Background: an optimization exercise with open tools, aiming at small area. Do not read the settings as production practice. The RTL was checked by simulation tests, not by an equivalence proof against the original design.

## harbor
Design register_file_mp, start of the top module:
module register_file_mp #(
  parameter int DATA_W   = register_file_mp_pkg::RF_DATA_W,
  parameter int ADDR_W   = register_file_mp_pkg::RF_ADDR_W,
  parameter int N_WR     = register_file_mp_pkg::RF_N_WR,
  parameter int N_RD     = register_file_mp_pkg::RF_N_RD,
  parameter int ZERO_REG = register_file_mp_pkg::RF_ZERO_REG,
  parameter int BYPASS   = register_file_mp_pkg::RF_BYPASS
) (
  input  logic                   clk,
  input  logic                   clr,
  input  logic [N_WR-1:0]        wr_en,
  input  logic [N_WR*ADDR_W-1:0] wr_index,
  input  logic [N_WR*DATA_W-1:0] wr_data,
  input  logic [N_RD*ADDR_W-1:0] rd_index,
  output logic [N_RD*DATA_W-1:0] rd_data,
  output logic [N_RD-1:0]        rd_busy,
  input  logic                   rsv_en,
  input  logic [ADDR_W-1:0]      rsv_index,
  output logic                   rsv_ok,
  output logic                   wr_conflict
);
For scale: ~3800 cells after synthesis, ~1000 flip-flops, about 44000 um2 of cells after synthesis.
Settings: LEC_CHECK=0, CAP_MARGIN=20, CELL_PAD_IN_SITES_DETAIL_PLACEMENT=1, CORE_MARGIN=2, CORE_UTILIZATION=40, PLACE_DENSITY=0.5, SETUP_SLACK_MARGIN=0.1, SLEW_MARGIN=20, SYNTH_HIERARCHICAL=1; clock period 7.0 ns.
standard.sh (not shown) runs the stock make flow with config.mk's settings and CLKGATE_MAP_FILE= SYNTH_SCRIPT=/design/flow/synth_recipe.tcl, a recipe that flattens the netlist after the stock synthesis.
==> flow/flow/run.sh <==
#!/bin/bash
# Own flow: the standard layout (standard.sh, unchanged synthesis) with three changes:
#  - plain buf_2 cells as the port buffers, instead of the delay cells buffer_ports picks;
#  - before global placement, the inverters driving the long row and column lines are sized
#    for their fanout (flow/presize.tcl), so the lines need no buffer trees;
#  - a clock tree of a few large clusters driven by clkbuf_16, without dummy loads.
set -euo pipefail
HERE=$(cd "$(dirname "$0")" && pwd)
export BUFFER_PORTS_ARGS="-buffer_cell sky130_fd_sc_hd__buf_2"
export PRE_GLOBAL_PLACE_TCL="$HERE/presize.tcl"
export CTS_ARGS="-sink_clustering_enable -repair_clock_nets -dont_use_dummy_load -sink_clustering_size 25 -sink_clustering_max_diameter 80 -buf_list sky130_fd_sc_hd__clkbuf_16"
bash standard.sh > standard.log 2>&1
==> flow/flow/presize.tcl <==
# Before global placement: size the inverters that drive the long row and column lines of
# the register file for their fanout, so the lines need no buffer trees. The read-select
# lines are on the input-to-output paths and get the larger size. Then take the gates that
# synthesis sized up for its default output load, and which drive only a gate or a few
# nearby ones here, back to their smallest size.
set blk [ord::get_db_block]
set db [ord::get_db]
set cnt 0
foreach net [$blk getNets] {
  set drv ""
  set nl 0
  foreach it [$net getITerms] {
    if {[$it isOutputSignal]} { set drv $it } elseif {[$it isInputSignal]} { incr nl }
  }
  if {$drv eq "" || $nl <= 8} continue
  set inst [$drv getInst]
  set m [[$inst getMaster] getName]
  if {![regexp {__(clk)?inv_[0-9]+$} $m]} continue
  set src ""
  foreach it [$inst getITerms] {
    if {[$it isInputSignal] && [$it getNet] ne "NULL"} { set src [[$it getNet] getName] }
  }
  if {[string match "*u_drd*" $src]} {
    set new [expr {$nl > 24 ? "sky130_fd_sc_hd__inv_6" : "sky130_fd_sc_hd__inv_4"}]
  } else {
    set new [expr {$nl > 14 ? "sky130_fd_sc_hd__inv_4" : "sky130_fd_sc_hd__inv_2"}]
  }
  if {$new eq $m} continue
  $inst swapMaster [$db findMaster $new]
  incr cnt
}
puts "presize: resized $cnt line drivers"

array set small {
  sky130_fd_sc_hd__nor3_2   sky130_fd_sc_hd__nor3_1
  sky130_fd_sc_hd__and4b_2  sky130_fd_sc_hd__and4b_1
  sky130_fd_sc_hd__and4bb_2 sky130_fd_sc_hd__and4bb_1
  sky130_fd_sc_hd__and4_2   sky130_fd_sc_hd__and4_1
  sky130_fd_sc_hd__nor4b_2  sky130_fd_sc_hd__nor4b_1
  sky130_fd_sc_hd__a22oi_2  sky130_fd_sc_hd__a22oi_1
}
set cnt 0
foreach inst [$blk getInsts] {
  set m [[$inst getMaster] getName]
  if {![info exists small($m)]} continue
  set nl 0
  foreach it [$inst getITerms] {
    if {[$it isOutputSignal] && [$it getNet] ne "NULL"} {
      foreach it2 [[$it getNet] getITerms] { if {[$it2 isInputSignal]} { incr nl } }
    }
  }
  if {$nl > 8} continue
  $inst swapMaster [$db findMaster $small($m)]
  incr cnt
}
puts "presize: downsized $cnt gates"
harbor reached the final stage; the timing, DRC and antenna checks on its layout passed.
Input-level comparison between onyx and harbor:
==> flow/flow/run.sh <==
#!/bin/bash
# Own flow: the standard layout (standard.sh, unchanged synthesis) with three changes:
#  - port buffers placed in flow/presize.tcl: buf_1, or larger on inputs with many loads;
#  - before global placement, the inverters driving the long row and column lines are sized
#    for their fanout (flow/presize.tcl), so the lines need no buffer trees;
#  - a clock tree of a few large clusters driven by clkbuf_16, without dummy loads.
set -euo pipefail
HERE=$(cd "$(dirname "$0")" && pwd)
export DONT_BUFFER_PORTS=1
export PRE_GLOBAL_PLACE_TCL="$HERE/presize.tcl"
export POST_GLOBAL_PLACE_TCL="$HERE/postplace.tcl"
export CTS_ARGS="-sink_clustering_enable -repair_clock_nets -dont_use_dummy_load -sink_clustering_size 25 -sink_clustering_max_diameter 80 -buf_list sky130_fd_sc_hd__clkbuf_16"
bash standard.sh > standard.log 2>&1
==> flow/flow/postplace.tcl (new file) <==
# After global placement: let the later repair steps size the port buffers again.
foreach inst [[ord::get_db_block] getInsts] {
  if {[$inst isDoNotTouch]} { $inst setDoNotTouch 0 }
}
-- flow/flow/presize.tcl --
<<< harbor, line 1
# Before global placement: size the inverters that drive the long row and column lines of
# the register file for their fanout, so the lines need no buffer trees. The read-select
# lines are on the input-to-output paths and get the larger size. Then take the gates that
# synthesis sized up for its default output load, and which drive only a gate or a few
>>> onyx, line 1
# Before global placement: size the inverters that drive the long row and column lines of
# the register file for their fanout, so the lines need no buffer trees (inv_4; inv_2
# for the shorter ones off the read paths). Then take the gates that
# synthesis sized up for its default output load, and which drive only a gate or a few
<<< harbor, line 23
  if {[string match "*u_drd*" $src]} {
    set new [expr {$nl > 24 ? "sky130_fd_sc_hd__inv_6" : "sky130_fd_sc_hd__inv_4"}]
  } else {
>>> onyx, line 23
  if {[string match "*u_drd*" $src]} {
    set new sky130_fd_sc_hd__inv_4
  } else {
<<< harbor, line 56
puts "presize: downsized $cnt gates"
>>> onyx, line 56
puts "presize: downsized $cnt gates"

# Port buffers (the standard buffer_ports is turned off in run.sh): buf_1 on every port,
# sized up to buf_2 or buf_4 on the inputs that fan out to many gates.
buffer_ports -inputs -buffer_cell sky130_fd_sc_hd__buf_1
buffer_ports -outputs -buffer_cell sky130_fd_sc_hd__buf_1
set cnt 0
foreach inst [$blk getInsts] {
  if {[[$inst getMaster] getName] ne "sky130_fd_sc_hd__buf_1"} continue
  set nl 0
  foreach it [$inst getITerms] {
    if {[$it isOutputSignal] && [$it getNet] ne "NULL"} {
      foreach it2 [[$it getNet] getITerms] { if {[$it2 isInputSignal]} { incr nl } }
    }
  }
  if {$nl <= 3} continue
  $inst swapMaster [$db findMaster [expr {$nl > 8 ? "sky130_fd_sc_hd__buf_4" : "sky130_fd_sc_hd__buf_2"}]]
  incr cnt
}
# keep global placement's remove_buffers off the port buffers; postplace.tcl lifts this
foreach inst [$blk getInsts] {
  if {[string match "input*" [$inst getName]] || [string match "output*" [$inst getName]]} {
    $inst setDoNotTouch 1
  }
}
puts "presize: sized $cnt port buffers"
==> summary.txt <==
- Compared to harbor, the router laid down less metal wire for onyx.
- A origin of the worst setup path of wr_index[4] is what harbor shows, while wr_index[1] belongs to onyx.
- The higher met1 routing resource usage after global routing came out of onyx.
- Sum of net half-perimeters after detailed placement: onyx vs harbor up about 0.34%
Edits applied to the flow inputs when going from onyx to raven:
-- flow/flow/presize.tcl --
<<< onyx, line 1
# Before global placement: size the inverters that drive the long row and column lines of
# the register file for their fanout, so the lines need no buffer trees (inv_4; inv_2
# for the shorter ones off the read paths). Then take the gates that
# synthesis sized up for its default output load, and which drive only a gate or a few
>>> raven, line 1
# Before global placement: size the inverters that drive the long row and column lines of
# the register file for their fanout, so the lines need no buffer trees. The read-select
# lines are on the input-to-output paths and get the larger size. Then take the gates that
# synthesis sized up for its default output load, and which drive only a gate or a few
<<< onyx, line 23
  if {[string match "*u_drd*" $src]} {
    set new sky130_fd_sc_hd__inv_4
  } else {
>>> raven, line 23
  if {[string match "*u_drd*" $src]} {
    set new [expr {$nl > 24 ? "sky130_fd_sc_hd__inv_6" : "sky130_fd_sc_hd__inv_4"}]
  } else {
==> comparison <==
- As far as routed wire length is concerned, raven and onyx perform about the same.
- Number of antenna violations at the first check in global routing for raven: 1 down relative to onyx
- raven vs onyx — clock latency reported for the late side of the worst-skew pair dropped 30 ps.
- On synthesized area per cell, onyx and raven are basically level.
- On clock-buffer cell count: raven sits above onyx.

[static timing again, ports no longer ideal]
In the flow no input, the clock included, has a driving cell. The finished layouts below were timed again as built, in two steps.
Step 1 sets driving cells, clkbuf_16 on the clock port and buf_2 on the other inputs (assumed; they add their load-dependent delay and slew).
Step 2 also shifts input and output timing later by t, the mid clock arrival at the registers, as if the neighbouring blocks saw the same clock.
Three values: ideal, step 1, step 2; two values: the first two.
| run | t (ns) | slack for setup (ns) | latest minus earliest clock arrival (ns) | pins driven straight from the clock port |
|---|---|---|---|---|
| harbor | 0.782 | 0.253 / 0.233 / 0.233 | 0.091 / 0.091 | 1 |
| onyx | 0.806 | 0.234 / 0.211 / 0.211 | 0.109 / 0.108 | 1 |
| raven | 0.777 | 0.283 / 0.259 / 0.259 | 0.089 / 0.090 | 1 |
After both steps every run listed still meets setup and hold. The setup slack of raven, which loses most, moves by -0.024 ns with the drivers and by -0.024 ns with both steps.
